Context: an optimization exercise on an open-source flow, tuned for small area. The choices shown serve that exercise and are no tape-out recipe.
The RTL was checked by simulation tests, not by an equivalence proof against the original design.
Power and IR drop assume default switching activity.

File: design/flow/config.mk
export PLATFORM = sky130hd
export DESIGN_NAME = fifo_queue_with_search_core
export DESIGN_NICKNAME = fifo_queue_with_search_core
export VERILOG_FILES = /design/flow/design.v
export SDC_FILE = /design/flow/constraint.sdc
export NUM_CORES = 4
export LEC_CHECK = 0
export CAP_MARGIN = 20
export CORE_MARGIN = 2
export CORE_UTILIZATION = 40
export SLEW_MARGIN = 20
File: design/flow/constraint.sdc
create_clock -name core_clock -period 5.0 [get_ports {clock}]
set_input_delay 1.0000 -clock core_clock [delete_from_list [all_inputs] [get_ports {clock}]]
set_output_delay 1.0000 -clock core_clock [all_outputs]
set_load 0.01 [all_outputs]
File: design/flow/design.v
package fqs_pkg;
   localparam int DEPTH  = 16;
   localparam int DATA_W = 32;
   localparam int POS_W  = $clog2(DEPTH);
   localparam int CNT_W  = $clog2(DEPTH + 1);
   localparam logic signed [DATA_W-1:0] NONE_VALUE = -1;
   typedef enum logic [2:0] {
      CMD_ENQUEUE = 3'd0,
      CMD_DEQUEUE = 3'd1,
      CMD_FIND    = 3'd2,
      CMD_READ    = 3'd3,
      CMD_CLEAR   = 3'd4
   } cmd_type;
   typedef enum logic [2:0] {
      ST_OK        = 3'd0,
      ST_EMPTY     = 3'd1,
      ST_NOT_FOUND = 3'd2,
      ST_RANGE     = 3'd3,
      ST_FULL      = 3'd4
   } status_type;
   typedef struct packed {
      logic shift;
      logic load;
   } cell_ctrl_type;
endpackage
module fqs_cell (
   input  logic                                clock,
   input  fqs_pkg::cell_ctrl_type              ctrl,
   input  logic signed [fqs_pkg::DATA_W-1:0]   load_value,
   input  logic signed [fqs_pkg::DATA_W-1:0]   neighbor_value,
   input  logic signed [fqs_pkg::DATA_W-1:0]   key,
   output logic signed [fqs_pkg::DATA_W-1:0]   value,
   output logic                                hit
);
   logic signed [fqs_pkg::DATA_W-1:0] value_ff;
   logic signed [fqs_pkg::DATA_W-1:0] value_in;
   always_comb begin
      priority if (ctrl.shift) begin
         value_in = neighbor_value;
      end else if (ctrl.load) begin
         value_in = load_value;
      end else begin
         value_in = value_ff;
      end
   end
   always_ff @(posedge clock) begin
      value_ff <= value_in;
   end
   assign value = value_ff;
   assign hit   = (value_ff == key);
endmodule
module fifo_queue_with_search_core (
   input  logic                clock,
   input  logic                reset,
   input  logic                req_valid,
   output logic                req_stall,
   input  logic [2:0]          req_command,
   input  logic signed [31:0]  req_item_value,
   input  logic [4:0]          req_position,
   output logic                rsp_valid,
   input  logic                rsp_stall,
   output logic [2:0]          rsp_status,
   output logic signed [31:0]  rsp_read_value,
   output logic [3:0]          rsp_found_position,
   output logic [4:0]          rsp_entry_count,
   output logic                rsp_is_empty_flag
);
   localparam int DEPTH = fqs_pkg::DEPTH;
   localparam int POS_W = fqs_pkg::POS_W;
   localparam int CNT_W = fqs_pkg::CNT_W;
   logic                               accept;
   logic [CNT_W-1:0]                   count_ff;
   logic [CNT_W-1:0]                   count_in;
   logic                               enq_ok;
   logic                               deq_ok;
   logic signed [fqs_pkg::DATA_W-1:0]  cell_value [DEPTH];
   logic [DEPTH-1:0]                   cell_hit;
   logic [DEPTH-1:0]                   live_hit;
   logic [POS_W-1:0]                   found_pos;
   logic                               rsp_valid_ff;
   logic                               rsp_valid_in;
   fqs_pkg::status_type                status_ff;
   fqs_pkg::status_type                status_in;
   logic signed [fqs_pkg::DATA_W-1:0]  read_value_ff;
   logic signed [fqs_pkg::DATA_W-1:0]  read_value_in;
   logic [POS_W-1:0]                   found_ff;
   logic [POS_W-1:0]                   found_in;
   logic [CNT_W-1:0]                   count_out_ff;
   assign req_stall = rsp_valid_ff & rsp_stall;
   assign accept    = req_valid & ~req_stall;
   genvar gi;
   generate
      for (gi = 0; gi < DEPTH; gi++) begin : g_cell
         localparam logic [CNT_W-1:0] IDX = gi;
         logic signed [fqs_pkg::DATA_W-1:0] nbr;
         fqs_pkg::cell_ctrl_type            ctrl;
         if (gi == DEPTH - 1) begin : g_last
            assign nbr = cell_value[gi];
         end else begin : g_mid
            assign nbr = cell_value[gi+1];
         end
         assign ctrl                = {deq_ok, enq_ok & (count_ff == IDX)};
         assign live_hit[gi]        = cell_hit[gi] & (IDX < count_ff);
         fqs_cell u_cell (
            .clock          (clock),
            .ctrl           (ctrl),
            .load_value     (req_item_value),
            .neighbor_value (nbr),
            .key            (req_item_value),
            .value          (cell_value[gi]),
            .hit            (cell_hit[gi])
         );
      end
   endgenerate
   always_comb begin
      found_pos = '0;
      for (int i = DEPTH - 1; i >= 0; i--) begin
         if (live_hit[i]) begin
            found_pos = POS_W'(i);
         end
      end
   end
   always_comb begin
      enq_ok        = 1'b0;
      deq_ok        = 1'b0;
      count_in      = count_ff;
      status_in     = fqs_pkg::ST_OK;
      found_in      = '0;
      read_value_in = (count_ff != '0) ? cell_value[0] : fqs_pkg::NONE_VALUE;
      if (accept) begin
         unique case (req_command)
            fqs_pkg::CMD_ENQUEUE: begin
               if (count_ff >= CNT_W'(DEPTH)) begin
                  status_in = fqs_pkg::ST_FULL;
               end else begin
                  enq_ok   = 1'b1;
                  count_in = count_ff + CNT_W'(1);
               end
            end
            fqs_pkg::CMD_DEQUEUE: begin
               if (count_ff == '0) begin
                  status_in = fqs_pkg::ST_EMPTY;
               end else begin
                  deq_ok   = 1'b1;
                  count_in = count_ff - CNT_W'(1);
               end
            end
            fqs_pkg::CMD_FIND: begin
               if (|live_hit) begin
                  found_in = found_pos;
               end else begin
                  status_in = fqs_pkg::ST_NOT_FOUND;
               end
            end
            fqs_pkg::CMD_READ: begin
               if (CNT_W'(req_position) < count_ff) begin
                  read_value_in = cell_value[req_position[POS_W-1:0]];
               end else begin
                  status_in     = fqs_pkg::ST_RANGE;
                  read_value_in = fqs_pkg::NONE_VALUE;
               end
            end
            fqs_pkg::CMD_CLEAR: begin
               count_in = '0;
            end
            default: begin
            end
         endcase
      end
   end
   always_comb begin
      priority if (accept) begin
         rsp_valid_in = 1'b1;
      end else if (rsp_stall) begin
         rsp_valid_in = rsp_valid_ff;
      end else begin
         rsp_valid_in = 1'b0;
      end
   end
   always_ff @(posedge clock) begin
      if (reset) begin
         count_ff     <= '0;
         rsp_valid_ff <= 1'b0;
      end else begin
         count_ff     <= count_in;
         rsp_valid_ff <= rsp_valid_in;
      end
   end
   always_ff @(posedge clock) begin
      if (accept) begin
         status_ff     <= status_in;
         read_value_ff <= read_value_in;
         found_ff      <= found_in;
         count_out_ff  <= count_in;
      end
   end
   assign rsp_valid          = rsp_valid_ff;
   assign rsp_status         = status_ff;
   assign rsp_read_value     = read_value_ff;
   assign rsp_found_position = found_ff;
   assign rsp_entry_count    = count_out_ff;
   assign rsp_is_empty_flag  = (count_out_ff == '0);
endmodule
File: design/flow/run.sh
#!/bin/bash
# synth_recipe.tcl (not shown) runs the flow's synth.tcl, then flattens the netlist and writes it again
# the make line also repeats each setting of config.mk as NAME=value (left out here)
make -C /OpenROAD-flow-scripts/flow DESIGN_CONFIG=/design/flow/config.mk WORK_HOME=/design/flow/orfs CLKGATE_MAP_FILE= SYNTH_SCRIPT=/design/flow/synth_recipe.tcl finish
==> summary.txt <==
Detailed routing
  – ANT nets after route: 0
  – Routed WL per cell: 42.4 µm
  – Post-DR vias/cell: 6.70
  – Final wirelength: 159 mm
  – Vias: 25200
  – Drt first pass iters: 6
  – DRC errors left: 0
  – 1st-iter DRT viols: 4780

Critical path
  – Reg2reg path depth: 10
  – Setup crit start: req_item_value[1]
  – Crit-path max FO: 6
  – CP max stage cell: nor4_1
  – Worst Setup End Kind: register
  – Crit path DAT: 4810 ps
  – Worst r2r dst: status_ff[1]
  – CP Class: input pin to register
  – Critical-path cell list: clkdlybuf4s50_1 -> xor2_1 -> nor4_1 -> buf_4 -> nand4_1 -> or4_4 -> nor4_4 -> nor2_1 -> and2_4 -> nand3_1 -> o21ai_1
  – CP Capture Point: status_ff[1]
  – Crit start category: input pin
  – CP bufs+invs: 2
  – Worst stage delay on the critical path: 930 ps
  – Critical path depth: 11
  – Worst EP required: 5320 ps
  – CP top delay family: simple AND/OR/NAND/NOR gates
  – Flop2flop setup slack: 1090 ps
  – RR Startpoint: g_cell[7].u_cell.value_ff[23]

Floorplan
  – # IOs: 91
  – Core Area: 77100 µm²
  – Full die area: 79700 µm²
  – FP Rows: 102
  – Die W: 282 µm
  – Die H: 282 µm
  – Initial core utilization: 40.2%

Layout
  – Fillers: 7142
  – Layout Cells excl Fill: 3760
  – Design area: 36100 µm²
  – Layout Nets: 2720
  – Area grow syn2layout: 16.5%
  – Share of layout cells above drive strength 1: 11.3%

Place
  – Placer congestion estimate: 1.09
  – DP HPWL: 113 mm
  – Inst Count DP: 3638
  – Area post-placement: 34000 µm²
  – PortBufs: 90

Synth
  – Synth Warn #: 3
  – Post-synth ARST share: 0%
  – Netlist cell types: 52
  – Post-Syn Nets: 2635
  – Mean Syn Cell Area: 12.0 µm²
  – Primary FF master, synth: edfxtp_1
  – Flop and latch count out of synthesis: 562
  – Post-Synthesis Cells: 2582
  – Netlist Area Pre-Place: 31000 µm²
  – Post-synthesis sequential area ratio: 54.3%
  – EDFF count, synth: 556

Global routing
  – Total gr overflow: 0
  – Total GRT Usage: 39.6%
  – Pin count of the biggest net entering global routing: 117
  – Vias in the first global route: 23300
  – Initial antenna violation count: 12
  – First-pass GRT wire length: 211 mm

Pwr
  – Peak supply drop: 0.225 mV
  – Pint: 0.00840 W
  – Clk network pwr share: 42.2%
  – Logic pwr share: 11.5%
  – Net Sw Frac: 25.8%
  – Leak Pwr: 13.6 nW
  – PwrDens: 314 nW/µm²
  – NetSw: 0.00292 W
  – Flop pwr share: 46.3%

Clock network
  – Postcts setup bufs: 0
  – Clk buf depth: 3
  – Skew-Pair Late Insertion Delay: 620 ps
  – Num CTS Buffers: 67
  – Resized cells post-CTS: 0
  – CTS tree: built
  – Root buffer cell: clkbuf_16
  – CTS H-tree depth: 3
  – Worst-path clk slew: 60 ps
  – Clock Sinks: 562
  – Cts hold-fix bufs: 0

Worst hold path
  – Hold Crit Start: g_cell[14].u_cell.value_ff[3]
  – Worst min path class: register to register
  – WHS Path Cells: 1

STA
  – Max_slew headroom: 20.0%
  – Slew Viols, Final: 0
  – Final period utilization: 89.8%
  – Skew final: 20.5 ps
  – Slew at the pin closest to its max-slew limit: 1190 ps
  – Fin crit period: 4490 ps
  – Fmax: 0.223 GHz
  – Final setup fails: 0
  – RSZ-0062 raised after global routing: no
  – Final hold violations: 0

Run
  – Max-cap violations: 0

Run status
  – Status: no timing/DRC/antenna violations
[power by group through the flow]
stage          registers (W)  clock network (W)  logic (W)
2_1_floorplan        0.00535                  0   0.000639
3_3_place_gp         0.00535                  0    0.00124
3_5_place_dp         0.00535                  0    0.00124
4_1_cts              0.00525            0.00480    0.00125
5_1_grt              0.00525            0.00498    0.00131
6_report             0.00525            0.00478    0.00130
[flip-flops by register name, summed over array words and instances, names as in the netlist]
signal                  cells
rsp_valid_ff                1
found_ff                    4
read_value_ff              32
count_out_ff                5
status_ff                   3
count_ff                    5
g_cell.u_cell.value_ff    512
[kinds of logic (layout without fill, tap and decap cells)]
group | after synthesis | in the layout | synth area share (%)
and+or+nand+nor | 441 | 441 | 7.70
DFF | 562 | 562 | 54.3
AOI/OAI and AO/OA | 798 | 798 | 19.5
buffers and inverters | 259 | 392 | 3.67
xor gates and xnor gates | 513 | 513 | 14.5
other | 0 | 5 | 0
adders and majority gates | 9 | 9 | 0.364
[layout make-up]
cell class | count | area (µm²) | area share (%)
Sequential cell | 562 | 16800 | 46.6
Inverter | 12 | 45.0 | 0.125
Multi-Input combinational cell | 1761 | 13300 | 36.9
Clock inverter | 42 | 310 | 0.860
Clock buffer | 75 | 1750 | 4.85
Tap cell | 1040 | 1300 | 3.61
Timing Repair Buffer | 263 | 2520 | 7.00
Antenna cell | 5 | 12.5 | 0.0347
[placed cells by master, fill, tap and decap left out, types with 7 or more instances in the layout]
cell type / n
edfxtp_1: 556
a21o_1: 481
xnor2_1: 334
xor2_1: 179
buf_4: 147
nand4_1: 125
a22oi_1: 104
nand2_1: 94
clkdlybuf4s50_1: 90
clkbuf_16: 69
a22o_1: 62
a221oi_1: 60
nor4_1: 56
nand3_1: 52
and2_1: 34
o22ai_1: 33
buf_12: 26
clkinv_1: 19
nor2_1: 18
a21oi_1: 17
nor3_1: 16
clkinv_2: 12
inv_1: 11
o21ai_0: 10
nor2_4: 10
ha_1: 9
nor3_2: 7
[cell usage after synthesis, drive strengths merged, types with 3 or more instances]
cell type | count | area share [%]
nor4 | 58 | 1.2
nor2 | 28 | 0.34
a211oi | 3 | 0.073
o22ai | 33 | 0.67
a31oi | 3 | 0.061
or4 | 3 | 0.085
a21oi | 17 | 0.27
inv | 12 | 0.15
a221oi | 60 | 1.7
nand2b | 6 | 0.12
a22o | 62 | 1.8
nand4 | 125 | 2.5
nand2 | 99 | 1.2
buf | 96 | 1.7
and2 | 35 | 0.71
nor2b | 6 | 0.12
o21ai | 17 | 0.27
ha | 9 | 0.36
xnor2 | 334 | 9.4
dfxtp | 6 | 0.39
nor3 | 24 | 0.40
nand3 | 53 | 0.86
o31ai | 7 | 0.17
xor2 | 179 | 5.1
a22oi | 104 | 2.5
a21o | 481 | 12
clkbuf | 151 | 1.8
edfxtp | 556 | 54
[routing by layer]
layer | up-vias | share of wire [%] | global-route usage (%)
met5 | - | 0.10 | 0
met4 | 20 | 7.0 | 21.8
met3 | 444 | 13 | 10.4
met2 | 2080 | 43 | 58.6
met1 | 12700 | 38 | 52.8
li1 | 9946 | - | -
[worst min path at each step]
stage	to
floorplan	read_value_ff[30]
global placement	rsp_valid_ff
detailed placement	g_cell[6].u_cell.value_ff[3]
CTS	g_cell[7].u_cell.value_ff[20]
global route	g_cell[13].u_cell.value_ff[3]
finish	g_cell[13].u_cell.value_ff[3]
[stage by stage]
step | hold WS [ps] | TNS, ps | power (W) | util, % | worst slack [ps]
floorplan | 559 | 0 | 0.00599 | - | 126
global placement | 576 | -39.9 | 0.00658 | 44.1 | -39.9
detailed placement | 590 | 0 | 0.00659 | 44.1 | 37.4
CTS | 602 | 0 | 0.0113 | 46.8 | 682
global route | 616 | 0 | 0.0115 | 46.8 | 551
finish | 590 | 0 | 0.0113 | 46.8 | 508

-- static timing again, ports no longer ideal --
How much do the figures lean on ideal ports? The routed layout below was timed once more, with nothing changed but the port constraints. Step 1: set_driving_cell puts a clkbuf_16 on clock and a buf_2 on each other input, an assumption about the parent block. Step 2 also shifts input and output timing later by t, the mid clock arrival at the registers, as if the neighbouring blocks saw the same clock. a / b / c = ideal ports / drivers / drivers and shift; a / b = the first two.
t (ns): 0.675
slack for setup (ns): 0.508 / 0.549 / -0.127
hold WS [ns]: 0.590 / 0.590 / 0.590
worst setup path at the end: input to register
cell pins on the clock port's net: 1
With both steps, setup timing fails in this run, where it was met with ideal ports. The setup slack of this run moves by +0.041 ns with the drivers and by -0.635 ns with both steps.
